This is an optimization exercise on Yosys and OpenROAD, whose aim is small area and a short achievable clock period, not a production implementation.
Function was checked by simulation only, so behaviour that the tests miss may differ from the original.
Power figures rest on the tool's default switching activity, not on a simulated workload.

==> design/flow/design.v <==
module dual_issue_decode (
	input  logic			clk,
	input  logic			reset,
	input  logic [31:0]		instr_first,
	input  logic [31:0]		instr_second,
	input  logic [7:0]		pc,
	input  logic [7:0]		branch_pc,
	input  logic			branch_taken,
	output logic [31:0]		even_instr,
	output logic [10:0]		even_op,
	output logic [1:0]		even_unit,
	output logic [6:0]		even_rt,
	output logic			even_write,
	output logic [31:0]		odd_instr,
	output logic [10:0]		odd_op,
	output logic [1:0]		odd_unit,
	output logic [6:0]		odd_rt,
	output logic			odd_write,
	output logic			first_odd,
	output logic			stall,
	output logic [7:0]		stall_pc
);
	logic [31:0] a_n, b_n;		 
	logic ea_n, eb_n, oa_n, ob_n;	 
	logic [31:0] a, b;
	logic [31:0] ew, ow;
	assign a = ~a_n;
	assign b = ~b_n;
	assign ew = ~(({32{ea_n}} | a_n) & ({32{eb_n}} | b_n));
	assign ow = ~(({32{oa_n}} | a_n) & ({32{ob_n}} | b_n));
	logic e_rrr, e_ila, e_ai, e_nop, e_fx1, e_shl;
	assign e_rrr = ew[31];
	assign e_ila = ~ew[31] & ew[30] & ~ew[29] & ew[25];
	assign e_ai  = ~ew[31] & ew[28] & ew[26];
	assign e_nop = ~ew[31] & ew[30] & ~ew[29] & ~ew[25];
	assign e_fx1 = e_ila | (~ew[31] & ~ew[30] & ew[28]);
	assign e_shl = ~ew[31] & ~ew[30] & ~ew[28] & ew[27];
	logic [6:0] e_rt0;
	logic e_wr0;
	assign e_rt0 = e_rrr ? ew[27:21] : ew[6:0];
	assign e_wr0 = (ew[31] | ew[30] | ew[28] | ew[27]) & ~e_nop;
	assign even_instr = ew;
	assign even_op    = {ew[31:28], ew[27:25] & {3{~e_rrr}}, ew[24] & ~e_rrr & ~e_ila,
		ew[23:21] & {3{~(e_rrr | e_ila | e_ai)}}};
	assign even_unit  = {e_fx1, e_fx1 | e_shl};
	assign even_rt    = e_rt0;
	assign even_write = e_wr0;
	logic o_ri10, o_ri16;
	assign o_ri10 = ow[29] & ~ow[27] & ow[26];
	assign o_ri16 = ow[29] & ~ow[27] & ~ow[26];
	logic o_ls;
	assign o_ls = o_ri10 | (ow[27] & ~ow[25]);
	assign odd_instr = ow;
	assign odd_op    = {ow[31:24], ow[23] & ~o_ri10, ow[22:21] & {2{~(o_ri10 | o_ri16)}}};
	assign odd_unit  = {o_ri16, o_ls};
	assign odd_rt    = ow[6:0];
	assign odd_write = ow[27] | (ow[28] & ow[26]);
	assign first_odd = ~oa_n;
	logic [5:1][6:0]	e_rt;
	logic [5:1]			e_al;	 
	logic [2:1]			e_lg;	 
	logic [4:1][6:0]	o_rt;
	logic [4:1]			o_al;
	logic [2:1]			o_lg;	 
	always_ff @(posedge clk) begin
		e_rt[1] <= e_rt0;
		o_rt[1] <= ow[6:0];
		for (int k = 2; k <= 5; k++) e_rt[k] <= e_rt[k-1];
		for (int k = 2; k <= 4; k++) o_rt[k] <= o_rt[k-1];
		e_lg[1] <= ~(e_fx1 | e_shl);	 
		e_lg[2] <= e_lg[1];
		o_lg[1] <= o_ls;	 
		o_lg[2] <= o_lg[1];
		if (reset) begin
			for (int k = 1; k <= 5; k++) e_al[k] <= 1'b0;
			for (int k = 1; k <= 4; k++) o_al[k] <= 1'b0;
		end else begin
			e_al[1] <= even_write & ~e_fx1;	 
			e_al[2] <= e_al[1];
			e_al[3] <= e_al[2] & e_lg[2];
			e_al[4] <= e_al[3];
			e_al[5] <= e_al[4];
			o_al[1] <= odd_write;					 
			o_al[2] <= o_al[1];
			o_al[3] <= o_al[2] & o_lg[2];
			o_al[4] <= o_al[3];
		end
	end
	function automatic logic busy(input logic [6:0] r,
		input logic ew_, input logic [6:0] ert, input logic ow_, input logic [6:0] ort,
		input logic [5:1][6:0] ert_h, input logic [5:1] eal,
		input logic [4:1][6:0] ort_h, input logic [4:1] oal);
		logic b;
		b = (ew_ && r == ert) || (ow_ && r == ort);
		for (int k = 1; k <= 5; k++) b = b || (eal[k] && r == ert_h[k]);
		for (int k = 1; k <= 4; k++) b = b || (oal[k] && r == ort_h[k]);
		busy = b;
	endfunction
	logic			sel_in, hold_f, hold_s;
	logic [31:0]	f, s;
	assign f = ({32{sel_in}} & instr_first) | ({32{hold_f}} & a);
	assign s = ({32{sel_in}} & instr_second) | ({32{hold_s}} & b);
	function automatic logic [6:0] dec(input logic [31:0] w);
		logic [10:0] o;
		logic ev, od, wr, ua, ub, uc, rrr;
		o = w[31:21];
		ev = 1'b0; od = 1'b0; wr = 1'b0; ua = 1'b0; ub = 1'b0; uc = 1'b0; rrr = 1'b0;
		if (o[10:7] == 4'b1100 || o[10:7] == 4'b1110) begin
			ev = 1'b1; wr = 1'b1; ua = 1'b1; ub = 1'b1; uc = 1'b1; rrr = 1'b1;
		end else if (o[10:4] == 7'b0100001) begin
			ev = 1'b1; wr = 1'b1;
		end else if (o[10:3] == 8'b00011100) begin
			ev = 1'b1; wr = 1'b1; ua = 1'b1;
		end else if (o == 11'b00011000000 || o == 11'b00011000001 || o == 11'b00001011011
				|| o == 11'b01111000100) begin
			ev = 1'b1; wr = 1'b1; ua = 1'b1; ub = 1'b1;
		end else if (o == 11'b01000000001) begin
			ev = 1'b1;
		end else if (o[10:3] == 8'b00110100) begin
			od = 1'b1; wr = 1'b1; ua = 1'b1;
		end else if (o[10:3] == 8'b00100100) begin
			od = 1'b1; ua = 1'b1; uc = 1'b1;
		end else if (o[10:2] == 9'b001100100) begin
			od = 1'b1;
		end else if (o[10:2] == 9'b001000000) begin
			od = 1'b1; uc = 1'b1;
		end else if (o == 11'b00111000100 || o == 11'b00111011100) begin
			od = 1'b1; wr = 1'b1; ua = 1'b1; ub = 1'b1;
		end else if (o == 11'b00000000001) begin
			od = 1'b1;
		end
		dec = {ev, od, wr, ua, ub, uc, rrr};
	endfunction
	logic [6:0] df, ds;
	logic f_ev, f_od, f_wr, f_ua, f_ub, f_uc;
	logic s_ev, s_od, s_wr, s_ua, s_ub, s_uc;
	assign df = dec(f);
	assign ds = dec(s);
	assign {f_ev, f_od, f_wr, f_ua, f_ub, f_uc} = df[6:1];
	assign {s_ev, s_od, s_wr, s_ua, s_ub, s_uc} = ds[6:1];
	logic [6:0] f_rt, s_rt;
	assign f_rt = df[0] ? f[27:21] : f[6:0];
	assign s_rt = ds[0] ? s[27:21] : s[6:0];
	logic stall_first, stall_second, busy_second, same_pipe, same_dest, raw_pair;
	assign stall_first =
		   (f_ua && busy(f[13:7],  even_write, e_rt0, odd_write, ow[6:0], e_rt, e_al, o_rt, o_al))
		|| (f_ub && busy(f[20:14], even_write, e_rt0, odd_write, ow[6:0], e_rt, e_al, o_rt, o_al))
		|| (f_uc && busy(f[6:0],   even_write, e_rt0, odd_write, ow[6:0], e_rt, e_al, o_rt, o_al));
	assign busy_second =
		   (s_ua && busy(s[13:7],  even_write, e_rt0, odd_write, ow[6:0], e_rt, e_al, o_rt, o_al))
		|| (s_ub && busy(s[20:14], even_write, e_rt0, odd_write, ow[6:0], e_rt, e_al, o_rt, o_al))
		|| (s_uc && busy(s[6:0],   even_write, e_rt0, odd_write, ow[6:0], e_rt, e_al, o_rt, o_al));
	assign same_pipe = (s_ev && f_ev) || (s_od && f_od);
	assign same_dest = f_wr && s_wr && (f_rt == s_rt);
	assign raw_pair = f_wr && ((s_ua && s[13:7] == f_rt) || (s_ub && s[20:14] == f_rt)
		|| (s_uc && s[6:0] == f_rt));
	assign stall_second = stall_first || same_pipe || same_dest || raw_pair || busy_second;
	logic go_first, go_second;
	logic [7:0] pc_q, pc_x;
	logic pc_new;
	assign stall_pc = pc_new ? pc_q : pc_x;
	assign go_first = ~branch_taken & ~stall_first;
	assign go_second = ~branch_taken & ~stall_second;
	always_ff @(posedge clk) begin
		a_n <= ~f;
		b_n <= ~s;
		ea_n <= ~(~reset & go_first & f_ev);
		eb_n <= ~(~reset & go_second & s_ev);
		oa_n <= ~(~reset & go_first & f_od);
		ob_n <= ~(~reset & go_second & s_od);
		sel_in <= reset | ~(branch_taken | stall_second);
		hold_f <= ~reset & ~branch_taken & stall_first;
		hold_s <= ~reset & ~branch_taken & stall_second;
		stall <= ~reset & (branch_taken | stall_second);
		pc_q <= pc;
		pc_new <= ~reset & ~branch_taken & ~stall & stall_second;
		pc_x <= reset ? 8'd0 : branch_taken ? branch_pc + 8'd2 : stall_pc;
	end
endmodule
==> design/flow/flow/run.sh <==
#!/bin/bash
# The standard layout, with two changes:
#  - synthesis maps with an area-oriented ABC script (flow/abc_area.script),
#    otherwise the same as synth_recipe.tcl;
#  - the port buffers are plain buf_1 cells.
set -euo pipefail
HERE=$(pwd)
export BUFFER_PORTS_ARGS="-buffer_cell sky130_fd_sc_hd__buf_1"
export MY_ABC_SCRIPT=$HERE/flow/abc_area.script
sed "s#SYNTH_SCRIPT=[^ ]*#SYNTH_SCRIPT=$HERE/flow/synth.tcl#" standard.sh > own_standard.sh
bash own_standard.sh > flow_make.log 2>&1
==> design/flow/flow/abc_area.script <==
strash
&get -n
&st
&dch
&nf -a
&put
==> design/flow/flow/synth.tcl <==
# The standard synthesis (synth_recipe.tcl), with ABC's mapping script replaced
# by the area-oriented one next to this file.
proc synth {args} { yosys synth -nofsm -noshare {*}$args }
proc abc {args} {
  set i [lsearch -exact $args -script]
  if { $i >= 0 && [info exists ::env(MY_ABC_SCRIPT)] } {
    set args [lreplace $args $i [expr {$i + 1}] -script $::env(MY_ABC_SCRIPT)]
  }
  yosys abc {*}$args
}
source $::env(SCRIPTS_DIR)/synth.tcl
# left out here: clear keep_hierarchy, flatten, clean up, hide names made inside functions, write 1_2_yosys.v
==> design/flow/standard.sh <==
#!/bin/bash
# synth_recipe.tcl (not shown) runs the flow's synth.tcl, then flattens the netlist and writes it again
# the make line also repeats each setting of config.mk as NAME=value (left out here)
make -C /OpenROAD-flow-scripts/flow DESIGN_CONFIG=/design/flow/config.mk WORK_HOME=/design/flow/orfs CLKGATE_MAP_FILE= SYNTH_SCRIPT=/design/flow/synth_recipe.tcl "${@:-finish}"
==> design/flow/config.mk <==
export PLATFORM = sky130hd
export DESIGN_NAME = dual_issue_decode
export DESIGN_NICKNAME = dual_issue_decode
export VERILOG_FILES = /design/flow/design.v
export SDC_FILE = /design/flow/constraint.sdc
export NUM_CORES = 4
export LEC_CHECK = 0
export CAP_MARGIN = 20
export CORE_MARGIN = 2
export CORE_UTILIZATION = 30
export PLACE_DENSITY = 0.45
export SETUP_SLACK_MARGIN = 4.7
export SLEW_MARGIN = 20
==> design/flow/constraint.sdc <==
create_clock -name core_clock -period 9.0 [get_ports {clk}]
set_input_delay 1.8000 -clock core_clock [delete_from_list [all_inputs] [get_ports {clk}]]
set_output_delay 1.8000 -clock core_clock [all_outputs]
set_load 0.01 [all_outputs]
==> results of run 1 <==
[area by class of cell]
cell class	instances	area [um2]	share of cell area (%)
Timing Repair Buffer	260	1227	8.364
Sequential cell	165	3316	22.59
Tap cell	525	656.9	4.476
Clock buffer	20	466.7	3.180
Inverter	50	197.7	1.347
Clock inverter	12	162.7	1.108
Multi-Input combinational cell	1231	8648	58.93
[stage by stage]
step / worst slack (ns) / hold slack, ns / area, um2
after floorplan: 4.452 / 0.3096 / 12100
after global placement: 3.861 / 0.3132 / 13780
after detailed placement: 3.765 / 0.3150 / 13780
after CTS: 4.663 / 0.3385 / 14490
after global routing: 4.706 / 0.3452 / 14680
final: 4.785 / 0.3344 / 14680
[registers in the layout, summed over array words and instances, names as in the netlist]
name	flops
e_al	5
o_rt	28
a_n	32
pc_new	1
hold_f	1
ob_n	1
sel_in	1
o_lg	2
ea_n	1
pc_q	8
e_rt	35
stall	1
hold_s	1
oa_n	1
e_lg	2
pc_x	8
eb_n	1
b_n	32
o_al	4
[how the worst min path moves through the flow]
stage             from       to  slack, ns  cells past startpoint
2_1_floorplan  e_lg[1]  e_lg[2]       0.31                      0
3_3_place_gp   o_lg[1]  o_lg[2]       0.31                      0
3_5_place_dp   o_lg[1]  o_lg[2]       0.32                      0
4_1_cts        e_lg[1]  e_lg[2]       0.34                      0
5_1_grt        o_lg[1]  o_lg[2]       0.35                      0
6_report       o_lg[1]  o_lg[2]       0.33                      0
[where the power goes]
group | switching, W | total [W] | internal (W) | leakage [nW]
clock | 0.000356 | 0.000819 | 0.000464 | 0.305
sequential | 0.0000488 | 0.000809 | 0.000761 | 1.36
combinational | 0.000262 | 0.000429 | 0.000167 | 3.79
total | 0.000667 | 0.00206 | 0.00139 | 5.46
[cell families after synthesis]
logic type	share of synthesized area [%]
fa+ha+maj	0.1034
compound gates	21.25
flops	27.29
xor+xnor	22.00
buf+inv	2.977
simple gates	23.88
mux	2.491
[timing repair]
| action | CTS | global route |
|---|---|---|
| pin swaps | 1 | 4 |
| setup buffers | 0 | 11 |
| setup endpoints to repair | 28 | 20 |
| hold endpoints to repair | 0 | 0 |
| resized for setup | 30 | 34 |
[placed cells by master (no fill, tap or decap), types with 45 or more instances in the layout]
master    count
buf_1       198
dfxtp_1     161
xnor2_1     159
xor2_1      145
nand2_1      99
a21oi_1      98
o22ai_1      76
and3_1       64
nand4_1      61
buf_4        57
nor4_1       50
clkinv_1     45
[critical path, stage by stage (launching register included)]
cell and delay [ns]:
dfxtp_1 0.32, buf_6 0.31, o22ai_1 0.25, a21oi_1 0.19, buf_4 0.25, clkinv_1 0.35, buf_1 0.23
[routing by layer]
layer | global-route usage [%] | vias up | share of wire, %
met1 | 38.76 | 6569 | 43
met5 | 0 | - | 0
met2 | 44.63 | 710 | 44
met4 | 11.66 | 0 | 3.6
met3 | 6.236 | 123 | 8.9
li1 | - | 6090 | -
==> impl_metrics.env, run 1 <==
export IMPL_clk_path_buf_depth=2
export IMPL_num_antenna_cells=0
export IMPL_async_flop_share_pct=0
export IMPL_status="timing/DRC/antenna clean"
export IMPL_drc=0
export IMPL_worstMarginPinSlew_ns=0.9801
export IMPL_cts_max_level=4
export IMPL_rsz0062_at_grt="false"
export IMPL_power_leakage_nw=5.459
export IMPL_synthDistinctLibCells=57
export IMPL_crit_type="reg2out"
export IMPL_port_buffers=198
export IMPL_required_ns=7.20
export IMPL_r2r_end="pc_new"
export IMPL_die_w_um=204.9
export IMPL_fin_crit_ns=4.215
export IMPL_ff2ff_path_depth=11
export IMPL_cts_made_buffers=17
export IMPL_grt_pass1_wl_um=87930
export IMPL_gp_congestion=0.9377
export IMPL_synth_common_cells="165 x dfxtp_1, 159 x xnor2_1, 145 x xor2_1, 103 x nand2_1, 98 x a21oi_1"
export IMPL_coreArea_um2=39730
export IMPL_ys_ff_latch=165
export IMPL_fin_util_pct=36.94
export IMPL_yosys_area_top_type="dfxtp_1"
export IMPL_setup_worst_path_end_class="output port"
export IMPL_antenna_found_initial=0
export IMPL_hold_violations=0
export IMPL_yosysMostFrequentCell="dfxtp_1"
export IMPL_clock_insertion_delay_worst_skew_ns=0.48
export IMPL_r2r_slack_ns=5.07
export IMPL_synth_ff_type="dfxtp_1"
export IMPL_critPathArrivalTime_ns=2.41
export IMPL_drt_total_wl_um=61540
export IMPL_die_h_um=204.9
export IMPL_ant_nets=0
export IMPL_gr_total_overflow=0
export IMPL_numPlacedInstances=2220
export IMPL_yosys_area_top_type_share_pct=27.29
export IMPL_cap_violations=0
export IMPL_hpwl_um=43960
export IMPL_num_vias=13492
export IMPL_drt_initial_drc_count=1380
export IMPL_synthToLayoutAreaGrowth_pct=21.25
export IMPL_wl_per_cell_um=27.19
export IMPL_clock_sinks=165
export IMPL_dr_pass1_iters=7
export IMPL_relSlewSlack_pct=32.97
export IMPL_timing_rr_start="hold_f"
export IMPL_ctsHoldBuffers=0
export IMPL_tritoncts="done"
export IMPL_endpoint="odd_write"
export IMPL_postSynthAreaPerCell_um2=8.239
export IMPL_ir_drop_mv=0.1060
export IMPL_die_area_um2=41970
export IMPL_instances_no_fill=2263
export IMPL_worstSetupStartpointType="register"
export IMPL_synth_nets=1553
export IMPL_yosysSeqAreaShare_pct=27.29
export IMPL_drive_gt1_share_pct=8.055
export IMPL_synth_edf_count=0
export IMPL_root_buffer="clkbuf_16"
export IMPL_total_power_w=0.002058
export IMPL_pin_count=199
export IMPL_fmax_mhz=237.3
export IMPL_synth_warning_count=1
export IMPL_grtUsageTotal_pct=28.83
export IMPL_crit_start="oa_n"
export IMPL_clk_pin_slew_ns=0.07
export IMPL_finalMaxSlewViolations=0
export IMPL_start_util_pct=30.46
export IMPL_hp_class="reg2reg"
export IMPL_power_density_nw_per_um2=140.2
export IMPL_setup_viol=0
export IMPL_grt_max_degree=40
export IMPL_netlist_area_um2=12100
export IMPL_routed_via_density=5.962
export IMPL_grt_pass1_vias=12611
export IMPL_nets=1809
export IMPL_synth_area_top_cells="dfxtp_1 27%, xnor2_1 12%, xor2_1 10%"
export IMPL_fin_skew_ns=0.01950
export IMPL_n_fill_cell=4183
export IMPL_syn_inst=1469
export IMPL_setup_tns_ns=0
export IMPL_worstPathMaxFanout=33
export IMPL_period_share_pct=46.83
export IMPL_core_rowCount=73
==> run 2: changes to the inputs <==
==> design/flow/flow/abc_area.script (replaced) <==
strash
dch
map -a
==> impl_metrics.env, run 2 <==
export IMPL_status="timing/DRC/antenna clean"
export IMPL_start_util_pct=30.36
export IMPL_synth_ff_type="dfxtp_1"
export IMPL_gp_congestion=1.105
export IMPL_antenna_found_initial=0
export IMPL_hpwl_um=49480
export IMPL_min_from="e_lg[1]"
export IMPL_r2r_end="sel_in"
export IMPL_total_power_w=0.002053
export IMPL_worstMarginPinSlew_ns=1.222
export IMPL_yosysSeqAreaShare_pct=28.95
export IMPL_power_share_clock_pct=36.5
export IMPL_num_antenna_cells=0
export IMPL_setup_tns_ns=0
export IMPL_port_buffers=198
export IMPL_intPower_w=0.001331
export IMPL_worstPathMaxFanout=32
export IMPL_power_leakage_nw=4.929
export IMPL_timing_rr_start="sel_in"
export IMPL_async_flop_share_pct=0
export IMPL_wl_per_cell_um=29.91
export IMPL_nets=1895
export IMPL_fmax_mhz=230.6
export IMPL_ant_nets=0
export IMPL_yosys_area_top_type="dfxtp_1"
export IMPL_crit_slowest_cell="nand2_1"
export IMPL_grt_max_degree=37
export IMPL_yosys_area_top_type_share_pct=28.95
export IMPL_synthToLayoutAreaGrowth_pct=24.05
export IMPL_layout_common_cells="202 x o22ai_1, 198 x buf_1, 190 x nand2_1"
export IMPL_required_ns=7.20
export IMPL_max_stage_delay_ns=0.55
export IMPL_tritoncts="done"
export IMPL_r2r_slack_ns=4.91
export IMPL_die_h_um=199.0
export IMPL_hold_violations=0
export IMPL_hp_class="reg2reg"
export IMPL_pwr_share_comb_pct=24.0
export IMPL_fin_util_pct=37.67
export IMPL_root_buffer="clkbuf_16"
export IMPL_die_area_um2=39610
export IMPL_dr_pass1_iters=6
export IMPL_power_density_nw_per_um2=145.1
export IMPL_setup_worst_path_end_class="output port"
export IMPL_fin_skew_ns=0.01169
export IMPL_crit_type="reg2out"
export IMPL_drc=0
export IMPL_largest_reg_flops=35
export IMPL_cts_max_level=4
export IMPL_swShare_pct=35.18
export IMPL_n_fill_cell=4091
export IMPL_drt_total_wl_um=69800
export IMPL_cap_violations=0
export IMPL_mostFrequentLayoutCell="o22ai_1"
export IMPL_clk_pin_slew_ns=0.07
export IMPL_worstSetupStartpointType="register"
export IMPL_setup_viol=0
export IMPL_ir_drop_mv=0.1398
export IMPL_coreArea_um2=37580
export IMPL_synth_area_top_cells="dfxtp_1 29%, o22ai_1 11%, xor2_1 11%"
export IMPL_relSlewSlack_pct=17.80
export IMPL_yosysMostFrequentCell="o22ai_1"
export IMPL_regMostFlops="e_rt"
export IMPL_hold_end="e_lg[2]"
export IMPL_die_w_um=199.0
export IMPL_clock_insertion_delay_worst_skew_ns=0.46
export IMPL_synth_warning_count=1
export IMPL_drive_gt1_share_pct=9.984
export IMPL_ff2ff_path_depth=15
export IMPL_power_frac_seq_pct=39.6
export IMPL_rsz0062_at_grt="true"
export IMPL_grt_pass1_wl_um=97360
export IMPL_clock_sinks=165
export IMPL_postSynthAreaPerCell_um2=7.390
export IMPL_pin_count=199
export IMPL_gr_total_overflow=0
export IMPL_finalMaxSlewViolations=0
export IMPL_min_path_cells=0
export IMPL_power_switching_w=0.0007223
export IMPL_synth_edf_count=0
export IMPL_grt_pass1_vias=13599
export IMPL_syn_inst=1544
export IMPL_synth_nets=1628
export IMPL_grtUsageTotal_pct=34.33
export IMPL_netlist_area_um2=11410
export IMPL_crit_chain="buf_6 > o22ai_1 > nand2_1 > nand2_1 > buf_1"
export IMPL_cts_made_buffers=17
export IMPL_critPathArrivalTime_ns=2.54
export IMPL_core_rowCount=71
export IMPL_crit_top_cell="nand2_1"
export IMPL_clk_path_buf_depth=2
export IMPL_drt_initial_drc_count=2403
export IMPL_synth_common_cells="204 x o22ai_1, 201 x clkinv_1, 190 x nand2_1, 165 x dfxtp_1, 144 x xor2_1"
export IMPL_ys_ff_latch=165
export IMPL_reg_top3="e_rt x35, a_n x32, b_n x32"
export IMPL_period_share_pct=48.18
export IMPL_num_vias=14834
export IMPL_holdWs_ns=0.3352
export IMPL_routed_via_density=6.356
export IMPL_synthDistinctLibCells=34
export IMPL_fin_crit_ns=4.336
-- run 2: per-stage QoR --
stage	cell area, um2	worst slack, ns	cells
global placement	13060	3.522	2283
floorplan	11420	4.777	1544
global route	14150	4.688	2334
CTS	13850	4.693	2321
detailed placement	13060	3.493	2283
finish	14150	4.664	2334
-- run 2: area by class of cell --
| class | instances | area [um2] | area share [%] |
|---|---|---|---|
| Clock buffer | 18 | 429.2 | 3.032 |
| Clock inverter | 13 | 150.1 | 1.061 |
| Inverter | 201 | 867.1 | 6.126 |
| Multi-Input combinational cell | 1155 | 7382 | 52.16 |
| Sequential cell | 165 | 3304 | 23.35 |
| Tap cell | 511 | 639.4 | 4.517 |
| Timing Repair Buffer | 271 | 1381 | 9.759 |
-- run 2: critical path: cells and delay by family, from the launching register on --
family / cells / cell delay (ns)
buf+inv: 2 / 0.43
flops: 1 / 0.31
compound gates: 1 / 0.44
simple gates: 2 / 0.84
-- run 2: per-layer routing --
layer / global-route usage, % / share of wire (%) / wire length, um / vias to the layer above
li1: - / - / - / 6315
met1: 46.14 / 41 / 28400 / 7000
met2: 50.60 / 42 / 29320 / 1216
met3: 7.647 / 11 / 7667 / 303
met4: 18.96 / 6.3 / 4407 / 0
met5: 0 / 0 / 0 / -
-- run 2: how the worst max path moves through the flow --
stage / start / end / slack, ns / cells past startpoint
floorplan: instr_first[28] / sel_in / 4.78 / 14
global placement: instr_first[5] / eb_n / 3.52 / 15
detailed placement: instr_first[5] / eb_n / 3.49 / 15
CTS: instr_second[8] / eb_n / 4.69 / 16
global route: ea_n / even_unit[0] / 4.69 / 9
finish: ea_n / even_rt[1] / 4.66 / 5
-- run 2: kinds of logic (layout without fill, tap and decap cells) --
logic type / Yosys count / after routing / share of synthesized area [%]
AO/OA/AOI/OAI: 545 / 545 / 32.55
AND/OR/NAND/NOR: 434 / 434 / 16.79
buffers and inverters: 224 / 503 / 8.126
XOR/XNOR: 173 / 173 / 13.28
flip-flops: 165 / 165 / 28.95
multiplexers: 2 / 2 / 0.1974
adder cells (fa/ha/maj): 1 / 1 / 0.1096
-- run 2: what timing repair did --
item / 4_1_cts / 5_1_grt
hold buffers: 0 / 0
gates resized for setup: 49 / 57
pin swaps: 3 / 1
setup buffers: 6 / 13
cloned: 1 / 0
setup endpoints to repair: 16 / 9
-- run 2: power by group through the flow --
stage	registers (W)	logic, W	clock network, W
3_3_place_gp	0.000826	0.000450	0
5_1_grt	0.000814	0.000513	0.000791
3_5_place_dp	0.000825	0.000445	0
6_report	0.000812	0.000492	0.000749
2_1_floorplan	0.000809	0.000265	0
4_1_cts	0.000809	0.000455	0.000762
==> run 3: changes to the inputs <==
==> design/flow/flow/abc_area.script (replaced) <==
strash
dch
map -a
topo
stime -c
buffer -c
upsize -c
dnsize -c
==> impl_metrics.env, run 3 <==
export IMPL_status="timing/DRC/antenna clean"
export IMPL_clk_path_buf_depth=2
export IMPL_synthDistinctLibCells=53
export IMPL_clock_sinks=165
export IMPL_power_frac_seq_pct=39.3
export IMPL_setup_worst_path_end_class="register"
export IMPL_synth_top_family_by_area="compound AO/OA/AOI/OAI gates"
export IMPL_die_w_um=205.5
export IMPL_synth_ff_type="dfxtp_1"
export IMPL_yosysSeqAreaShare_pct=27.12
export IMPL_synthMuxAreaShare_pct=0.1849
export IMPL_cap_violations=0
export IMPL_ir_drop_mv=0.1497
export IMPL_reg_top3="e_rt x35, a_n x32, b_n x32"
export IMPL_power_share_clock_pct=35.0
export IMPL_clk_pin_slew_ns=0.07
export IMPL_synth_nets=1749
export IMPL_power_density_nw_per_um2=143.3
export IMPL_ctsHoldBuffers=0
export IMPL_synth_compound_area_share_pct=31.64
export IMPL_n_fill_cell=4294
export IMPL_rsz0062_at_grt="true"
export IMPL_tritoncts="done"
export IMPL_grtUsageTotal_pct=33.14
export IMPL_setup_viol=0
export IMPL_postSynthAreaPerCell_um2=7.316
export IMPL_root_buffer="clkbuf_16"
export IMPL_relSlewSlack_pct=39.48
export IMPL_period_share_pct=47.93
export IMPL_swShare_pct=36.10
export IMPL_synth_area_top_cells="dfxtp_1 27%, xor2_1 10%, o22ai_1 10%"
export IMPL_mostFrequentLayoutCell="buf_1"
export IMPL_yosys_area_share_simple_pct=15.90
export IMPL_pre_cts_ws_ns=3.613
export IMPL_yosys_area_top_type_share_pct=27.12
export IMPL_pin_count=199
export IMPL_drt_total_wl_um=71680
export IMPL_num_vias=14740
export IMPL_synth_common_cells="196 x o22ai_1, 188 x nand2_1, 179 x inv_1, 165 x dfxtp_1, 144 x xor2_1"
export IMPL_syn_inst=1665
export IMPL_drive_gt1_share_pct=10.60
export IMPL_ys_ff_latch=165
export IMPL_total_power_w=0.002050
export IMPL_grt_max_degree=65
export IMPL_crit_type="in2reg"
export IMPL_wl_per_cell_um=30.40
export IMPL_die_area_um2=42230
export IMPL_hpwl_um=49990
export IMPL_antenna_found_initial=2
export IMPL_power_leakage_nw=5.377
export IMPL_routed_via_density=6.251
export IMPL_clock_insertion_delay_worst_skew_ns=0.47
export IMPL_die_h_um=205.5
export IMPL_largest_reg_flops=35
export IMPL_fin_skew_ns=0.01233
export IMPL_worstMarginPinSlew_ns=0.9078
export IMPL_grt_pass1_wl_um=99550
export IMPL_instances_no_fill=2358
export IMPL_cts_max_level=4
export IMPL_numPlacedInstances=2291
export IMPL_cts_made_buffers=17
export IMPL_power_switching_w=0.0007400
export IMPL_hold_violations=0
export IMPL_synth_xor_area_share_pct=12.44
export IMPL_grt_pass1_vias=13793
export IMPL_dr_pass1_iters=8
export IMPL_coreArea_um2=39910
export IMPL_required_ns=9.36
export IMPL_synth_edf_count=0
export IMPL_worstPathMaxFanout=11
export IMPL_worstSetupStartpointType="primary input"
export IMPL_synth_warning_count=1
export IMPL_regMostFlops="e_rt"
export IMPL_gp_congestion=1.016
export IMPL_fmax_mhz=231.8
export IMPL_holdWs_ns=0.3341
export IMPL_setup_tns_ns=0
export IMPL_setup_ws_ns=4.686
export IMPL_drc=0
export IMPL_core_rowCount=73
export IMPL_synthToLayoutAreaGrowth_pct=17.44
export IMPL_critPathArrivalTime_ns=4.67
export IMPL_synth_fa_ha_area_share_pct=0.1027
export IMPL_gr_total_overflow=0
export IMPL_start_util_pct=30.52
export IMPL_pwr_share_comb_pct=25.8
export IMPL_yosysMostFrequentCell="o22ai_1"
export IMPL_intPower_w=0.001310
export IMPL_hp_class="reg2reg"
export IMPL_netlist_area_um2=12180
export IMPL_async_flop_share_pct=0
export IMPL_yosys_area_top_type="dfxtp_1"
export IMPL_fin_crit_ns=4.314
export IMPL_layout_common_cells="198 x buf_1, 192 x o22ai_1, 188 x nand2_1"
export IMPL_finalMaxSlewViolations=0
export IMPL_drt_initial_drc_count=2174
export IMPL_nets=1902
export IMPL_ant_nets=0
export IMPL_port_buffers=198
## run 3: power by group through the flow
stage | clock network (W) | logic (W) | registers, W
final | 0.000717 | 0.000528 | 0.000805
after global placement | 0 | 0.000477 | 0.000820
after detailed placement | 0 | 0.000471 | 0.000819
after global routing | 0.000761 | 0.000547 | 0.000808
after floorplan | 0 | 0.000301 | 0.000798
after CTS | 0.000730 | 0.000483 | 0.000802
## run 3: metrics by stage
step | util [%] | instance area [um2]
after CTS | 34.85 | 13910
after global routing | 35.83 | 14300
after floorplan | - | 12180
final | 35.84 | 14310
after detailed placement | 32.95 | 13150
after global placement | 32.95 | 13150
## run 3: cells by family (layout without fill, tap and decap cells)
| family | Yosys count | count (layout) |
|---|---|---|
| xor+xnor | 173 | 173 |
| simple gates | 434 | 434 |
| buf+inv | 345 | 511 |
| fa+ha+maj | 1 | 1 |
| compound gates | 545 | 545 |
| flops | 165 | 165 |
| mux | 2 | 2 |
| other cells | 0 | 2 |
## run 3: worst paths after layout
check / from / to / slack, ns / cells past startpoint
worst max-delay path: instr_first[10] / ob_n / 4.69 / 16
worst min-delay path: e_lg[1] / e_lg[2] / 0.33 / 0
worst max register to register: hold_f / ob_n / 5.16 / 15
worst min register to register: e_lg[1] / e_lg[2] / 0.33 / 0
## run 3: repair_timing
item,CTS,global route
buffers inserted,9,24
gates resized for setup,34,44
pin swaps,0,2
setup endpoints to repair,17,9
## run 3: area by class of cell
type	count	area (um2)	area share, %
multi-input cells	1155	7470	52.21
flip-flops and latches	165	3308	23.12
repair buffers	278	1473	10.29
inverters	201	833.3	5.825
well taps	525	656.9	4.592
clock buffers	22	474.2	3.315
clock inverters	10	86.33	0.6035
diodes	2	5.005	0.03498
## run 3: worst max-delay path: stages
cell and delay (ns):
buf_1 0.08, nand2_1 0.06, o21a_1 0.13, buf_4 0.31
clkinv_1 0.49, o22ai_1 0.27, a221oi_1 0.08, a41oi_1 0.21
nand4_1 0.22, nor2_1 0.23, o211a_1 0.22, nand2_1 0.08
a21oi_2 0.21, nand2_2 0.08, nor2_1 0.12, nand2_1 0.06
## run 3: routing by layer
metal / global-route usage (%) / up-vias / wire (um)
li1: - / 6301 / -
met1: 44.04 / 7036 / 29280
met2: 48.63 / 1116 / 29880
met3: 8.742 / 285 / 8193
met4: 17.91 / 2 / 4302
met5: 0 / - / 16
==> run 4: changes to the inputs <==
--- a/design/flow/config.mk
+++ b/design/flow/config.mk
@@ -8,6 +8,6 @@
 export CAP_MARGIN = 20
 export CORE_MARGIN = 2
-export CORE_UTILIZATION = 30
-export PLACE_DENSITY = 0.45
+export CORE_UTILIZATION = 25
+export PLACE_DENSITY = 0.4
 export SETUP_SLACK_MARGIN = 4.7
 export SLEW_MARGIN = 20
==> impl_metrics.env, run 4 <==
export IMPL_drt_total_wl_um=73130
export IMPL_netlist_area_um2=12180
export IMPL_die_h_um=224.7
export IMPL_dr_pass1_iters=7
export IMPL_ff2ff_path_depth=16
export IMPL_cap_violations=0
export IMPL_synth_common_cells="196 x o22ai_1, 188 x nand2_1, 179 x inv_1, 165 x dfxtp_1, 144 x xor2_1"
export IMPL_largest_reg_flops=35
export IMPL_die_area_um2=50510
export IMPL_max_stage_delay_ns=0.35
export IMPL_synth_ff_type="dfxtp_1"
export IMPL_clk_path_buf_depth=2
export IMPL_hold_violations=0
export IMPL_postSynthAreaPerCell_um2=7.316
export IMPL_critPathArrivalTime_ns=4.69
export IMPL_status="timing/DRC/antenna clean"
export IMPL_worstPathMaxFanout=18
export IMPL_setup_worst_path_end_class="register"
export IMPL_crit_slowest_cell="buf_4"
export IMPL_drt_initial_drc_count=2123
export IMPL_period_share_pct=47.86
export IMPL_finalMaxSlewViolations=0
export IMPL_regMostFlops="e_rt"
export IMPL_yosysSeqAreaShare_pct=27.12
export IMPL_fin_crit_ns=4.308
export IMPL_routed_via_density=5.957
export IMPL_crit_chain="buf_1 > nand2_1 > o21a_1 > buf_4 > inv_1 > o22ai_1 > nor3_1 > a21oi_1 > nand4_1 > o21ai_0 > nand4_1 > a21oi_1 > nand2_1 > a21oi_2 > nand2_2 > nor2_1 > nand2_1"
export IMPL_num_vias=14618
export IMPL_power_leakage_nw=5.418
export IMPL_start_util_pct=25.41
export IMPL_min_path_cells=0
export IMPL_rsz0062_at_grt="true"
export IMPL_layout_common_cells="198 x buf_1, 194 x o22ai_1, 188 x nand2_1"
export IMPL_reg_top3="e_rt x35, a_n x32, b_n x32"
export IMPL_synth_fa_ha_area_share_pct=0.1027
export IMPL_grt_pass1_wl_um=102000
export IMPL_num_antenna_cells=0
export IMPL_setup_viol=0
export IMPL_synth_edf_count=0
export IMPL_ant_nets=0
export IMPL_n_fill_cell=5255
export IMPL_hpwl_um=51430
export IMPL_power_density_nw_per_um2=147.4
export IMPL_clk_pin_slew_ns=0.07
export IMPL_drc=0
export IMPL_ir_drop_mv=0.08222
export IMPL_synth_area_top_cells="dfxtp_1 27%, xor2_1 10%, o22ai_1 10%"
export IMPL_synth_compound_area_share_pct=31.64
export IMPL_cts_made_buffers=17
export IMPL_synth_nets=1749
export IMPL_crit_type="in2reg"
export IMPL_setup_ws_ns=4.692
export IMPL_required_ns=9.38
export IMPL_worstMarginPinSlew_ns=0.8110
export IMPL_relSlewSlack_pct=44.53
export IMPL_async_flop_share_pct=0
export IMPL_root_buffer="clkbuf_16"
export IMPL_synthMuxAreaShare_pct=0.1849
export IMPL_grt_pass1_vias=13694
export IMPL_coreArea_um2=47950
export IMPL_synthDistinctLibCells=53
export IMPL_pin_count=199
export IMPL_synth_xor_area_share_pct=12.44
export IMPL_clock_sinks=165
export IMPL_synthToLayoutAreaGrowth_pct=18.86
export IMPL_clock_insertion_delay_worst_skew_ns=0.50
export IMPL_ctsHoldBuffers=0
export IMPL_grt_max_degree=65
export IMPL_yosys_area_top_type_share_pct=27.12
export IMPL_nets=1910
export IMPL_holdWs_ns=0.3301
export IMPL_crit_top_cell="nand2_1"
export IMPL_synth_warning_count=1
export IMPL_ys_ff_latch=165
export IMPL_cts_max_level=4
export IMPL_hp_class="reg2reg"
export IMPL_wl_per_cell_um=29.80
export IMPL_synth_top_family_by_area="compound AO/OA/AOI/OAI gates"
export IMPL_core_rowCount=80
export IMPL_syn_inst=1665
export IMPL_yosys_area_top_type="dfxtp_1"
export IMPL_antenna_found_initial=1
export IMPL_gr_total_overflow=0
export IMPL_fin_skew_ns=0.01517
export IMPL_grtUsageTotal_pct=28.30
export IMPL_mostFrequentLayoutCell="buf_1"
export IMPL_die_w_um=224.7
export IMPL_gp_congestion=1.010
export IMPL_yosys_area_share_simple_pct=15.90
export IMPL_worstSetupStartpointType="primary input"
export IMPL_fmax_mhz=232.1
export IMPL_setup_tns_ns=0
export IMPL_drive_gt1_share_pct=10.49
export IMPL_tritoncts="done"
export IMPL_pre_cts_ws_ns=3.793
export IMPL_yosysMostFrequentCell="o22ai_1"
export IMPL_port_buffers=198
## run 4: cell type report
cell class | instances | area (um2) | share of cell area, %
inverters | 201 | 835.8 | 5.773
multi-input cells | 1155 | 7410 | 51.18
clock inverters | 14 | 181.4 | 1.253
flip-flops and latches | 165 | 3304 | 22.82
well taps | 615 | 769.5 | 5.315
repair buffers | 286 | 1539 | 10.63
clock buffers | 18 | 439.2 | 3.033
## run 4: power by group
part           switching, W  internal [W]  total (W)
Combinational      0.000362      0.000166   0.000528
Sequential        0.0000412      0.000763   0.000805
Clock              0.000371      0.000429   0.000801
Total              0.000775       0.00136    0.00213
## run 4: worst paths after layout
kind / end / slack (ns) / startpoint
worst max-delay path: eb_n / 4.69 / instr_second[16]
worst min-delay path: e_lg[2] / 0.33 / e_lg[1]
worst max register to register: eb_n / 5.09 / hold_s
worst min register to register: e_lg[2] / 0.33 / e_lg[1]
## run 4: through the flow
stage	instances	instance area [um2]	utilization, %	power, W
after global placement	2389	13330	27.79	0.001303
after global routing	2454	14480	30.20	0.002201
after detailed placement	2389	13330	27.79	0.001299
final	2454	14480	30.20	0.002134
after floorplan	1665	12180	-	0.001099
after CTS	2429	14090	29.39	0.002110
## run 4: per-layer routing
layer	routed length (um)	GRT usage, %	up-vias
li1	-	-	6308
met3	7798	7.916	233
met1	30240	36.86	7064
met2	31320	42.58	1013
met5	0	0	-
met4	3773	14.44	0
## run 4: cell families (layout without fill, tap and decap cells)
group / count (synthesis) / count (layout)
buf+inv: 345 / 519
xor+xnor: 173 / 173
fa+ha+maj: 1 / 1
compound gates: 545 / 545
simple gates: 434 / 434
flops: 165 / 165
mux: 2 / 2
## run 4: worst max-delay path: cells and delay by family
family / cells / cell delay [ns]
and+or+nand+nor: 8 / 0.79
AOI/OAI and AO/OA: 6 / 1.31
buffers and inverters: 3 / 0.76
## run 4: repair_timing
| item | 4_1_cts | 5_1_grt |
|---|---|---|
| resized for setup | 24 | 34 |
| buffers inserted | 8 | 25 |
| pin swaps | 0 | 4 |
| setup endpoints to repair | 8 | 9 |
==> run 5: changes to the inputs <==
==> design/flow/flow/abc_area.script (replaced) <==
strash
&get -n
&st
&dch
&nf -a
&put
==> impl_metrics.env, run 5 <==
export IMPL_status="timing/DRC/antenna clean"
export IMPL_coreArea_um2=47750
export IMPL_mostFrequentLayoutCell="buf_1"
export IMPL_cts_made_buffers=17
export IMPL_period_share_pct=47.06
export IMPL_largest_reg_flops=35
export IMPL_critPathArrivalTime_ns=2.44
export IMPL_root_buffer="clkbuf_16"
export IMPL_relSlewSlack_pct=29.80
export IMPL_synthDistinctLibCells=57
export IMPL_layout_common_cells="198 x buf_1, 160 x dfxtp_1, 159 x xnor2_1"
export IMPL_drt_initial_drc_count=1232
export IMPL_port_buffers=198
export IMPL_gr_total_overflow=0
export IMPL_start_util_pct=25.35
export IMPL_wl_per_cell_um=27.44
export IMPL_total_power_w=0.002019
export IMPL_hp_class="reg2reg"
export IMPL_grt_pass1_wl_um=91820
export IMPL_ff_latch_area_um2=3317
export IMPL_rsz0062_at_grt="false"
export IMPL_multiInputGateArea_um2=8630
export IMPL_clock_sinks=165
export IMPL_required_ns=7.20
export IMPL_drive_gt1_share_pct=7.523
export IMPL_yosys_area_top_type_share_pct=27.29
export IMPL_clk_path_buf_depth=2
export IMPL_fin_skew_ns=0.02550
export IMPL_cap_violations=0
export IMPL_max_stage_delay_ns=0.48
export IMPL_num_antenna_cells=0
export IMPL_synth_common_cells="165 x dfxtp_1, 159 x xnor2_1, 145 x xor2_1, 103 x nand2_1, 98 x a21oi_1"
export IMPL_clk_pin_slew_ns=0.07
export IMPL_synth_nets=1553
export IMPL_crit_type="reg2out"
export IMPL_async_flop_share_pct=0
export IMPL_n_fill_cell=5156
export IMPL_gp_congestion=0.9100
export IMPL_synthToLayoutAreaGrowth_pct=21.16
export IMPL_antenna_found_initial=2
export IMPL_die_h_um=224.0
export IMPL_setup_worst_path_end_class="output port"
export IMPL_fmax_mhz=236.1
export IMPL_worstPathMaxFanout=22
export IMPL_synth_ff_type="dfxtp_1"
export IMPL_crit_slowest_cell="dfxtp_4"
export IMPL_hpwl_um=45820
export IMPL_reg_top3="e_rt x35, a_n x32, b_n x32"
export IMPL_worstSetupStartpointType="register"
export IMPL_synth_edf_count=0
export IMPL_yosysMostFrequentCell="dfxtp_1"
export IMPL_grt_max_degree=33
export IMPL_num_vias=13455
export IMPL_crit_chain="buf_6 > o22ai_1 > nor2b_1 > nand2_1 > o21ai_2 > buf_1"
export IMPL_clock_insertion_delay_worst_skew_ns=0.48
export IMPL_grtUsageTotal_pct=25.13
export IMPL_synth_warning_count=1
export IMPL_pin_count=199
export IMPL_nets=1799
export IMPL_setup_tns_ns=0
export IMPL_grt_pass1_vias=12620
export IMPL_core_rowCount=80
export IMPL_power_density_nw_per_um2=137.7
export IMPL_ctsHoldBuffers=0
export IMPL_power_leakage_nw=5.378
export IMPL_yosys_area_top_type="dfxtp_1"
export IMPL_finalMaxSlewViolations=0
export IMPL_die_w_um=224.0
export IMPL_ir_drop_mv=0.1165
export IMPL_drc=0
export IMPL_syn_inst=1469
export IMPL_hold_violations=0
export IMPL_worstMarginPinSlew_ns=1.026
export IMPL_ant_nets=0
export IMPL_yosysSeqAreaShare_pct=27.29
export IMPL_tritoncts="done"
export IMPL_netlist_area_um2=12100
export IMPL_cts_max_level=4
export IMPL_postSynthAreaPerCell_um2=8.239
export IMPL_ys_ff_latch=165
export IMPL_dr_pass1_iters=5
export IMPL_setup_viol=0
export IMPL_fin_crit_ns=4.236
export IMPL_regMostFlops="e_rt"
export IMPL_die_area_um2=50190
export IMPL_synth_area_top_cells="dfxtp_1 27%, xnor2_1 12%, xor2_1 10%"
export IMPL_routed_via_density=5.743
export IMPL_drt_total_wl_um=64290
## run 5: worst max-delay path, delay by kind of cell, from the launching register on
| kind | cells | cell delay (ns) |
|---|---|---|
| buf+inv | 2 | 0.57 |
| flops | 1 | 0.48 |
| simple gates | 2 | 0.46 |
| compound gates | 2 | 0.44 |
## run 5: cell type report
class                           instances  area share (%)
Multi-Input combinational cell       1231           58.85
Sequential cell                       165           22.62
Timing Repair Buffer                  250           7.910
Tap cell                              615           5.247
Clock buffer                           18           2.927
Inverter                               50           1.331
Clock inverter                         14           1.118
## run 5: report_power, final
group	total [W]	internal, W	leakage [nW]	switching (W)
registers	0.000810	0.000760	1.36	0.0000494
logic	0.000428	0.000164	3.73	0.000263
clock network	0.000782	0.000417	0.287	0.000364
## run 5: logic make-up (layout without fill, tap and decap cells)
family | Yosys count | count (layout) | share of synthesized area, %
AOI/OAI and AO/OA | 375 | 375 | 21.25
xor gates and xnor gates | 304 | 304 | 22.00
adders and majority gates | 1 | 1 | 0.1034
buffers and inverters | 73 | 332 | 2.977
DFF | 165 | 165 | 27.29
muxes | 29 | 29 | 2.491
and+or+nand+nor | 522 | 522 | 23.88
## run 5: what timing repair did
| item | CTS | global route |
|---|---|---|
| setup endpoints to repair | 24 | 13 |
| buffers inserted | 0 | 5 |
| pin swaps | 0 | 3 |
| gates resized for setup | 33 | 23 |
## run 5: final timing paths
path | end | slack, ns | startpoint | cells after the start
worst max-delay path | odd_unit[0] | 4.76 | oa_n | 6
worst min-delay path | e_lg[2] | 0.33 | e_lg[1] | 0
worst max register to register | eb_n | 5.11 | sel_in | 13
worst min register to register | e_lg[2] | 0.33 | e_lg[1] | 0
## run 5: metrics by stage
| step | cell area (um2) | setup WS, ns | hold WS (ns) | instances | util (%) |
|---|---|---|---|---|---|
| CTS | 14550 | 4.702 | 0.3322 | 2338 | 30.48 |
| global placement | 13870 | 3.667 | 0.3105 | 2306 | 29.06 |
| floorplan | 12100 | 4.452 | 0.3096 | 1469 | - |
| finish | 14660 | 4.764 | 0.3319 | 2343 | 30.71 |
| detailed placement | 13870 | 3.588 | 0.3143 | 2306 | 29.06 |
| global route | 14660 | 4.704 | 0.3367 | 2343 | 30.71 |
## run 5: per-layer routing
metal | wire length [um] | global-route usage, %
met5 | 13 | 0
met2 | 28880 | 40.26
met3 | 4441 | 4.105
met4 | 2105 | 9.011
met1 | 28840 | 33.95
==> run 6: changes to the inputs <==
--- a/design/flow/config.mk
+++ b/design/flow/config.mk
@@ -8,6 +8,6 @@
 export CAP_MARGIN = 20
 export CORE_MARGIN = 2
-export CORE_UTILIZATION = 25
-export PLACE_DENSITY = 0.4
-export SETUP_SLACK_MARGIN = 4.7
+export CORE_UTILIZATION = 30
+export PLACE_DENSITY = 0.45
+export SETUP_SLACK_MARGIN = 4.9
 export SLEW_MARGIN = 20
==> impl_metrics.env, run 6 <==
export IMPL_mostFrequentLayoutCell="buf_1"
export IMPL_clk_pin_slew_ns=0.08
export IMPL_ir_drop_mv=0.07611
export IMPL_hp_class="reg2reg"
export IMPL_drc=0
export IMPL_num_vias=13505
export IMPL_period_share_pct=44.83
export IMPL_yosys_area_top_type_share_pct=27.29
export IMPL_worstSetupStartpointType="register"
export IMPL_worstPathMaxFanout=19
export IMPL_yosys_area_top_type="dfxtp_1"
export IMPL_gr_total_overflow=0
export IMPL_grt_pass1_wl_um=89340
export IMPL_antenna_found_initial=1
export IMPL_num_antenna_cells=0
export IMPL_synth_nets=1553
export IMPL_synth_common_cells="165 x dfxtp_1, 159 x xnor2_1, 145 x xor2_1, 103 x nand2_1, 98 x a21oi_1"
export IMPL_fin_crit_ns=4.035
export IMPL_die_h_um=204.9
export IMPL_yosysSeqAreaShare_pct=27.29
export IMPL_crit_chain="buf_6 > o22ai_1 > a21oi_1 > buf_4 > clkinv_2 > buf_1"
export IMPL_synthDistinctLibCells=57
export IMPL_async_flop_share_pct=0
export IMPL_setup_tns_ns=0
export IMPL_fin_skew_ns=0.01493
export IMPL_dr_pass1_iters=5
export IMPL_max_stage_delay_ns=0.51
export IMPL_ff_latch_area_um2=3323
export IMPL_port_buffers=198
export IMPL_ff2ff_path_depth=10
export IMPL_coreArea_um2=39730
export IMPL_postSynthAreaPerCell_um2=8.239
export IMPL_clock_sinks=165
export IMPL_regMostFlops="e_rt"
export IMPL_min_path_cells=0
export IMPL_critPathArrivalTime_ns=2.23
export IMPL_synthToLayoutAreaGrowth_pct=22.02
export IMPL_netlist_area_um2=12100
export IMPL_wl_per_cell_um=27.46
export IMPL_ant_nets=0
export IMPL_reg_top3="e_rt x35, a_n x32, b_n x32"
export IMPL_largest_reg_flops=35
export IMPL_cts_max_level=4
export IMPL_clock_insertion_delay_worst_skew_ns=0.47
export IMPL_relSlewSlack_pct=36.05
export IMPL_ys_ff_latch=165
export IMPL_finalMaxSlewViolations=0
export IMPL_drive_gt1_share_pct=9.735
export IMPL_power_leakage_nw=5.468
export IMPL_hold_violations=0
export IMPL_synth_ff_type="dfxtp_1"
export IMPL_n_fill_cell=4188
export IMPL_syn_inst=1469
export IMPL_routed_via_density=5.973
export IMPL_synth_warning_count=1
export IMPL_cts_made_buffers=17
export IMPL_nets=1807
export IMPL_rsz0062_at_grt="true"
export IMPL_die_w_um=204.9
export IMPL_power_density_nw_per_um2=134.1
export IMPL_synth_area_top_cells="dfxtp_1 27%, xnor2_1 12%, xor2_1 10%"
export IMPL_layout_common_cells="198 x buf_1, 159 x xnor2_1, 159 x dfxtp_1"
export IMPL_cap_violations=0
export IMPL_status="timing/DRC/antenna clean"
export IMPL_tritoncts="done"
export IMPL_crit_type="reg2out"
export IMPL_root_buffer="clkbuf_16"
export IMPL_drt_total_wl_um=62090
export IMPL_clk_path_buf_depth=2
export IMPL_fmax_mhz=247.8
export IMPL_holdWs_ns=0.3308
export IMPL_setup_viol=0
export IMPL_start_util_pct=30.46
export IMPL_die_area_um2=41970
export IMPL_drt_initial_drc_count=1256
export IMPL_required_ns=7.20
export IMPL_yosysMostFrequentCell="dfxtp_1"
export IMPL_grt_max_degree=41
export IMPL_setup_worst_path_end_class="output port"
export IMPL_core_rowCount=73
export IMPL_total_power_w=0.001980
export IMPL_grtUsageTotal_pct=29.23
export IMPL_grt_pass1_vias=12790
export IMPL_crit_slowest_cell="dfxtp_4"
export IMPL_cp_top_family="buffers and inverters"
export IMPL_critPathBufInv=4
export IMPL_gp_congestion=0.9606
export IMPL_ctsHoldBuffers=0
export IMPL_multiInputGateArea_um2=8793
export IMPL_path_depth=6
export IMPL_pin_count=199
export IMPL_worstMarginPinSlew_ns=0.9592
export IMPL_synth_edf_count=0
export IMPL_hpwl_um=43960
[run 6: path summary, 6_finish.rpt]
path / startpoint / end / slack (ns)
worst max-delay path: ob_n / odd_write / 4.97
worst min-delay path: e_lg[1] / e_lg[2] / 0.33
worst max register to register: hold_f / pc_new / 5.14
worst min register to register: e_lg[1] / e_lg[2] / 0.33
[run 6: what timing repair did]
item	in CTS	in global routing
buffers inserted	6	5
pin swaps	2	7
gates resized for setup	60	55
setup endpoints to repair	38	15
[run 6: cell families after synthesis]
kind of cell	after synthesis	synth area share, %
buf+inv	73	2.977
simple gates	522	23.88
compound gates	375	21.25
flops	165	27.29
mux	29	2.491
xor+xnor	304	22.00
fa+ha+maj	1	0.1034
[run 6: final cells by class]
cell class,count,area share (%)
multi-input cells,1231,59.54
flip-flops and latches,165,22.50
repair buffers,258,8.362
well taps,525,4.448
clock buffers,19,3.067
inverters,50,1.322
clock inverters,13,0.7540
[run 6: layer usage]
layer / track usage [%] / wire length, um
met5: 0 / 12
met2: 46.53 / 28140
met1: 39.03 / 26670
met4: 11.87 / 2138
met3: 5.043 / 5126
[run 6: metrics by stage]
stage	instances	utilization, %	cell area (um2)	worst slack (ns)
2_1_floorplan	1469	-	12110	4.452
3_3_place_gp	2218	34.64	13760	3.789
3_5_place_dp	2218	34.64	13760	3.809
4_1_cts	2256	36.60	14540	4.906
5_1_grt	2261	37.17	14770	4.874
6_report	2261	37.17	14770	4.965
[run 6: where the power goes]
| group | total [W] | leakage (nW) | internal [W] | switching (W) |
|---|---|---|---|---|
| Combinational | 0.000437 | 3.83 | 0.000171 | 0.000266 |
| Clock | 0.000736 | 0.278 | 0.000376 | 0.000360 |
| Sequential | 0.000808 | 1.36 | 0.000760 | 0.0000479 |
==> run 7: changes to the inputs <==
==> design/flow/flow/abc_area.script (replaced) <==
strash
dch
map -a
==> impl_metrics.env, run 7 <==
export IMPL_critPathArrivalTime_ns=4.53
export IMPL_ctsHoldBuffers=0
export IMPL_clock_insertion_delay_worst_skew_ns=0.47
export IMPL_n_fill_cell=4024
export IMPL_grt_pass1_wl_um=100300
export IMPL_yosysSeqAreaShare_pct=28.95
export IMPL_fin_crit_ns=4.128
export IMPL_ir_drop_mv=0.1208
export IMPL_crit_type="in2reg"
export IMPL_reg_top3="e_rt x35, a_n x32, b_n x32"
export IMPL_cts_max_level=4
export IMPL_clk_path_buf_depth=2
export IMPL_die_w_um=199.0
export IMPL_fmax_mhz=242.2
export IMPL_setup_worst_path_end_class="register"
export IMPL_hp_class="reg2reg"
export IMPL_synthToLayoutAreaGrowth_pct=29.22
export IMPL_largest_reg_flops=35
export IMPL_hpwl_um=48280
export IMPL_drt_initial_drc_count=1972
export IMPL_fin_util_pct=39.24
export IMPL_syn_inst=1544
export IMPL_grtUsageTotal_pct=35.51
export IMPL_tritoncts="done"
export IMPL_gr_total_overflow=0
export IMPL_drc=0
export IMPL_clk_pin_slew_ns=0.07
export IMPL_clock_sinks=165
export IMPL_synth_area_top_cells="dfxtp_1 29%, o22ai_1 11%, xor2_1 11%"
export IMPL_endpoint="oa_n"
export IMPL_relSlewSlack_pct=29.55
export IMPL_worstMarginPinSlew_ns=1.057
export IMPL_r2r_end="oa_n"
export IMPL_mostFrequentLayoutCell="buf_1"
export IMPL_synth_nets=1628
export IMPL_synth_common_cells="204 x o22ai_1, 201 x clkinv_1, 190 x nand2_1, 165 x dfxtp_1, 144 x xor2_1"
export IMPL_synth_warning_count=1
export IMPL_die_h_um=199.0
export IMPL_yosys_area_top_type_share_pct=28.95
export IMPL_routed_via_density=6.384
export IMPL_synth_edf_count=0
export IMPL_ff_latch_area_um2=3312
export IMPL_num_vias=14996
export IMPL_crit_start="instr_first[7]"
export IMPL_status="timing/DRC/antenna clean"
export IMPL_ff2ff_path_depth=16
export IMPL_cts_made_buffers=17
export IMPL_drt_total_wl_um=71580
export IMPL_layout_common_cells="198 x buf_1, 195 x o22ai_1, 188 x nand2_1"
export IMPL_yosysMostFrequentCell="o22ai_1"
export IMPL_rsz0062_at_grt="true"
export IMPL_hold_violations=0
export IMPL_yosys_area_top_type="dfxtp_1"
export IMPL_cap_violations=0
export IMPL_worstPathMaxFanout=14
export IMPL_dr_pass1_iters=6
export IMPL_die_area_um2=39610
export IMPL_fin_skew_ns=0.01157
export IMPL_setup_tns_ns=0
export IMPL_grt_pass1_vias=13586
export IMPL_regMostFlops="e_rt"
export IMPL_wl_per_cell_um=30.47
export IMPL_required_ns=9.41
export IMPL_core_rowCount=71
export IMPL_r2r_slack_ns=5.12
export IMPL_pin_count=199
export IMPL_period_share_pct=45.87
export IMPL_drive_gt1_share_pct=12.36
export IMPL_synthDistinctLibCells=34
export IMPL_worstSetupStartpointType="primary input"
export IMPL_timing_rr_start="hold_f"
export IMPL_root_buffer="clkbuf_16"
export IMPL_antenna_found_initial=4
export IMPL_setup_viol=0
export IMPL_async_flop_share_pct=0
export IMPL_gp_congestion=1.023
export IMPL_ant_nets=0
export IMPL_start_util_pct=30.36
export IMPL_nets=1908
export IMPL_postSynthAreaPerCell_um2=7.390
export IMPL_coreArea_um2=37580
export IMPL_finalMaxSlewViolations=0
export IMPL_netlist_area_um2=11410
export IMPL_multiInputGateArea_um2=7649
export IMPL_grt_max_degree=65
export IMPL_ys_ff_latch=165
export IMPL_power_density_nw_per_um2=143.5
export IMPL_power_leakage_nw=5.242
export IMPL_port_buffers=198
export IMPL_synth_ff_type="dfxtp_1"
[run 7: metal layers]
layer | track usage (%) | vias to the layer above | part of all wire [%]
met4 | 18.49 | 4 | 5.7
met1 | 48.36 | 7265 | 41
met2 | 50.35 | 1109 | 41
met3 | 10.17 | 264 | 12
met5 | 0 | - | 0.041
li1 | - | 6354 | -
[run 7: through the flow]
stage	cell area (um2)	hold slack [ns]	power [W]	setup slack, ns	std cells
final	14740	0.3271	0.002116	4.872	2349
after global routing	14740	0.3430	0.002172	4.867	2348
after CTS	14210	0.3306	0.002067	4.821	2335
after detailed placement	13100	0.3138	0.001291	3.556	2288
after global placement	13100	0.3159	0.001295	3.610	2288
after floorplan	11450	0.3096	0.001075	4.918	1544
[run 7: power by group]
group          internal (W)  switching [W]  leakage, nW
clock              0.000415       0.000343        0.276
sequential         0.000763      0.0000440         1.36
combinational      0.000174       0.000377         3.61
[run 7: cell families (layout without fill, tap and decap cells)]
logic type               count (synthesis)  after routing  synth area share, %
AO/OA/AOI/OAI                          545            546                32.55
XOR/XNOR                               173            173                13.28
adder cells (fa/ha/maj)                  1              1               0.1096
buffers and inverters                  224            514                8.126
flip-flops                             165            165                28.95
multiplexers                             2              2               0.1974
other                                    0              1                    0
AND/OR/NAND/NOR                        434            436                16.79
[run 7: worst max-delay path, stage by stage]
cell and delay [ns]:
buf_1 0.07, nand2_1 0.06, o21a_1 0.13, buf_4 0.33, clkinvlp_4 0.35, nand2_1 0.12, o21ai_0 0.08, a2111oi_0 0.48
a41oi_1 0.19, nand4_1 0.14, nor2_1 0.06, o211a_1 0.27, buf_4 0.15, buf_4 0.12, nand2_1 0.05, nor2_1 0.05
nand2_1 0.08
[run 7: worst min path at each step]
stage                 start      end  slack, ns  depth (start not counted)
floorplan           e_lg[1]  e_lg[2]       0.31                          0
global placement    e_lg[1]  e_lg[2]       0.32                          0
detailed placement  e_lg[1]  e_lg[2]       0.31                          0
CTS                 e_lg[1]  e_lg[2]       0.33                          0
global route        e_lg[1]  e_lg[2]       0.34                          0
finish              e_lg[1]  e_lg[2]       0.33                          0
[run 7: what timing repair did]
item,in CTS,in global routing
pin swaps,7,13
endpoints found under the setup margin,24,17
cloned,5,0
setup buffers,10,13
resized for setup,122,108
[run 7: layout make-up]
cell class	count	share of cell area [%]
multi-input combinational	1158	51.88
sequential	165	22.46
timing repair buffer	281	10.93
inverter	201	6.475
tap	511	4.336
clock buffer	20	3.030
clock inverter	12	0.8741
antenna	1	0.01697
==> run 8: changes to the inputs <==
==> design/flow/flow/run.sh (replaced) <==
#!/bin/bash
# The standard layout, with these changes:
#  - synthesis maps with an area-oriented ABC script (flow/abc_area.script),
#    otherwise the same as synth_recipe.tcl;
#  - the port buffers are plain buf_1 cells;
set -euo pipefail
HERE=$(pwd)
export BUFFER_PORTS_ARGS="-buffer_cell sky130_fd_sc_hd__buf_1"
export MY_ABC_SCRIPT=$HERE/flow/abc_area.script
export SETUP_SLACK_MARGIN=5.3
sed "s#SYNTH_SCRIPT=[^ ]*#SYNTH_SCRIPT=$HERE/flow/synth.tcl#" standard.sh > own_standard.sh
bash own_standard.sh > flow_make.log 2>&1
==> design/flow/flow/abc_area.script (replaced) <==
strash
&get -n
&st
&dch
&nf -a
&put
--- a/design/flow/config.mk
+++ b/design/flow/config.mk
@@ -10,4 +10,3 @@
 export CORE_UTILIZATION = 30
 export PLACE_DENSITY = 0.45
-export SETUP_SLACK_MARGIN = 4.9
 export SLEW_MARGIN = 20
==> impl_metrics.env, run 8 <==
export IMPL_status="timing/DRC/antenna clean"
export IMPL_coreArea_um2=39730
export IMPL_relSlewSlack_pct=39.62
export IMPL_ff_latch_area_um2=3321
export IMPL_ff2ff_path_depth=12
export IMPL_tritoncts="done"
export IMPL_pre_cts_ws_ns=4.045
export IMPL_regMostFlops="e_rt"
export IMPL_setup_ws_ns=5.210
export IMPL_antenna_found_initial=0
export IMPL_synth_edf_count=0
export IMPL_min_from="o_lg[1]"
export IMPL_nets=1910
export IMPL_wl_per_cell_um=26.70
export IMPL_root_buffer="clkbuf_16"
export IMPL_grt_pass1_wl_um=91540
export IMPL_clock_sinks=165
export IMPL_die_h_um=204.9
export IMPL_r2r_end="eb_n"
export IMPL_worstPathMaxFanout=12
export IMPL_instances_no_fill=2364
export IMPL_post_route_cell_area_um2=16660
export IMPL_hold_end="o_lg[2]"
export IMPL_hpwl_um=43190
export IMPL_timing_rr_start="hold_s"
export IMPL_pin_count=199
export IMPL_critPathArrivalTime_ns=4.12
export IMPL_finalMaxSlewViolations=0
export IMPL_synthToLayoutAreaGrowth_pct=37.69
export IMPL_n_fill_cell=4070
export IMPL_drive_gt1_share_pct=20.83
export IMPL_drt_total_wl_um=63130
export IMPL_largest_reg_flops=35
export IMPL_power_density_nw_per_um2=127.0
export IMPL_cts_max_level=4
export IMPL_grt_max_degree=47
export IMPL_multiInputGateArea_um2=9408
export IMPL_layout_common_cells="178 x buf_1, 159 x dfxtp_1, 158 x xnor2_1"
export IMPL_grtUsageTotal_pct=29.77
export IMPL_postSynthAreaPerCell_um2=8.239
export IMPL_placed_area_um2=13750
export IMPL_yosys_area_top_type="dfxtp_1"
export IMPL_die_w_um=204.9
export IMPL_hp_class="reg2reg"
export IMPL_min_path_cells=0
export IMPL_crit_top_cell="nand2_1"
export IMPL_clk_pin_slew_ns=0.08
export IMPL_drt_initial_drc_count=1367
export IMPL_ant_nets=0
export IMPL_hold_violations=0
export IMPL_max_stage_delay_ns=0.40
export IMPL_synth_warning_count=1
export IMPL_setup_tns_ns=0
export IMPL_period_share_pct=42.11
export IMPL_setup_worst_path_end_class="register"
export IMPL_clk_path_buf_depth=2
export IMPL_crit_chain="buf_1 > nand2_1 > and2_0 > buf_4 > o2bb2ai_1 > a221oi_1 > and3_1 > nor4_1 > nand2_1 > a22oi_2 > and4_4 > nand3_2"
export IMPL_dr_pass1_iters=6
export IMPL_synth_area_top_cells="dfxtp_1 27%, xnor2_1 12%, xor2_1 10%"
export IMPL_fin_crit_ns=3.790
export IMPL_ys_ff_latch=165
export IMPL_clock_insertion_delay_worst_skew_ns=0.48
export IMPL_synthDistinctLibCells=57
export IMPL_gp_congestion=0.9622
export IMPL_ctsHoldBuffers=0
export IMPL_drc=0
export IMPL_core_rowCount=73
export IMPL_grt_pass1_vias=13266
export IMPL_crit_slowest_cell="nor4_1"
export IMPL_synth_nets=1553
export IMPL_syn_inst=1469
export IMPL_port_buffers=198
export IMPL_synth_ff_type="dfxtp_1"
export IMPL_fmax_mhz=263.9
export IMPL_required_ns=9.33
export IMPL_mostFrequentLayoutCell="buf_1"
export IMPL_yosysMostFrequentCell="dfxtp_1"
export IMPL_yosysSeqAreaShare_pct=27.29
export IMPL_die_area_um2=41970
export IMPL_worstSetupStartpointType="primary input"
export IMPL_gr_total_overflow=0
export IMPL_power_leakage_nw=6.352
export IMPL_start_util_pct=30.46
export IMPL_r2r_slack_ns=5.45
export IMPL_num_antenna_cells=0
export IMPL_crit_type="in2reg"
export IMPL_synth_common_cells="165 x dfxtp_1, 159 x xnor2_1, 145 x xor2_1, 103 x nand2_1, 98 x a21oi_1"
export IMPL_netlist_area_um2=12100
export IMPL_reg_top3="e_rt x35, a_n x32, b_n x32"
export IMPL_numPlacedInstances=2214
export IMPL_fin_skew_ns=0.01173
export IMPL_async_flop_share_pct=0
export IMPL_routed_via_density=5.961
export IMPL_setup_viol=0
export IMPL_cts_made_buffers=17
export IMPL_ir_drop_mv=0.1070
export IMPL_num_vias=14092
export IMPL_yosys_area_top_type_share_pct=27.29
export IMPL_rsz0062_at_grt="true"
export IMPL_cap_violations=0
export IMPL_worstMarginPinSlew_ns=0.9058
-- run 8: cell count changes in the layout (fill, tap and decap cells not counted), sizes merged, moves of 75 or more --
cell and change:
xnor2 +130, nand2 -87, buf +76, clkinv -139, nor2 -75, o22ai -126
-- run 8: stage by stage --
step	total power, W	hold slack [ns]	utilization [%]
final	0.002117	0.3198	41.94
after detailed placement	0.001232	0.3121	34.62
after CTS	0.002081	0.3265	40.03
after global placement	0.001230	0.3155	34.60
after floorplan	0.001081	0.3096	-
after global routing	0.002192	0.3284	41.94
-- run 8: power breakdown --
| part | leakage (nW) | internal (W) | switching (W) | total (W) |
|---|---|---|---|---|
| Combinational | 4.71 | 0.000232 | 0.000296 | 0.000527 |
| Clock | 0.288 | 0.000427 | 0.000351 | 0.000778 |
| Sequential | 1.36 | 0.000760 | 0.0000515 | 0.000812 |
-- run 8: worst max-delay path by stage --
stage,to,slack [ns],cells past startpoint,start
global route,pc_new,5.08,12,instr_first[28]
CTS,even_op[0],5.18,7,eb_n
detailed placement,pc_new,4.04,10,instr_first[5]
finish,eb_n,5.21,12,instr_second[16]
floorplan,eb_n,4.45,9,instr_second[12]
global placement,eb_n,3.98,11,instr_second[0]
-- run 8: what timing repair did --
action	in CTS	in global routing
setup buffers	66	44
setup endpoints to repair	108	28
resized for setup	245	102
pin swaps	36	30
gates cloned	8	0
-- run 8: area by class of cell --
type,instances,share of cell area (%)
multi-input combinational,1233,56.45
sequential,165,19.93
timing repair buffer,359,14.72
tap,525,3.942
clock buffer,19,2.718
inverter,50,1.359
clock inverter,13,0.8860
-- run 8: worst max-delay path, delay by kind of cell --
family	cells	cell delay (ns)
and+or+nand+nor	7	1.55
AOI/OAI and AO/OA	3	0.42
buffers and inverters	2	0.34
-- run 8: kinds of logic after synthesis --
logic type | share of synthesized area [%]
simple gates | 23.88
compound gates | 21.25
xor+xnor | 22.00
flops | 27.29
buf+inv | 2.977
mux | 2.491
fa+ha+maj | 0.1034
-- run 8: layer usage --
metal | wire [um] | vias to the layer above | part of all wire, % | GRT usage [%]
met2 | 28160 | 775 | 45 | 46.96
li1 | - | 6289 | - | -
met5 | 0 | - | 0 | 0
met4 | 2915 | 0 | 4.6 | 12.80
met1 | 26770 | 6867 | 42 | 39.60
met3 | 5278 | 161 | 8.4 | 5.536

[port drivers added, routing unchanged]
The results above use ideal ports. As a check the final layouts listed here were re-extracted and re-timed, cells and wires unchanged. Step 1 sets driving cells, clkbuf_16 on the clock port and buf_2 on the other inputs (assumed; they add their load-dependent delay and slew). Step 2, shift: input delay + t, output delay - t, t = (earliest + latest rising clock arrival at the registers) / 2. This alone moves slack from input paths to output paths. Slacks: ideal ports / drivers / drivers and shift; pairs: ideal ports / drivers.
run	shift t [ns]	setup slack, ns
run 1	0.525	4.785 / 4.729 / 4.368
run 2	0.511	4.664 / 4.610 / 4.245
run 3	0.524	4.686 / 4.686 / 4.185
run 4	0.552	4.692 / 4.729 / 4.178
run 5	0.532	4.764 / 4.704 / 4.411
run 6	0.516	4.965 / 4.912 / 4.520
run 7	0.516	4.872 / 4.907 / 4.391
run 8	0.524	5.210 / 5.183 / 4.714
After both steps every run listed still meets setup and hold.
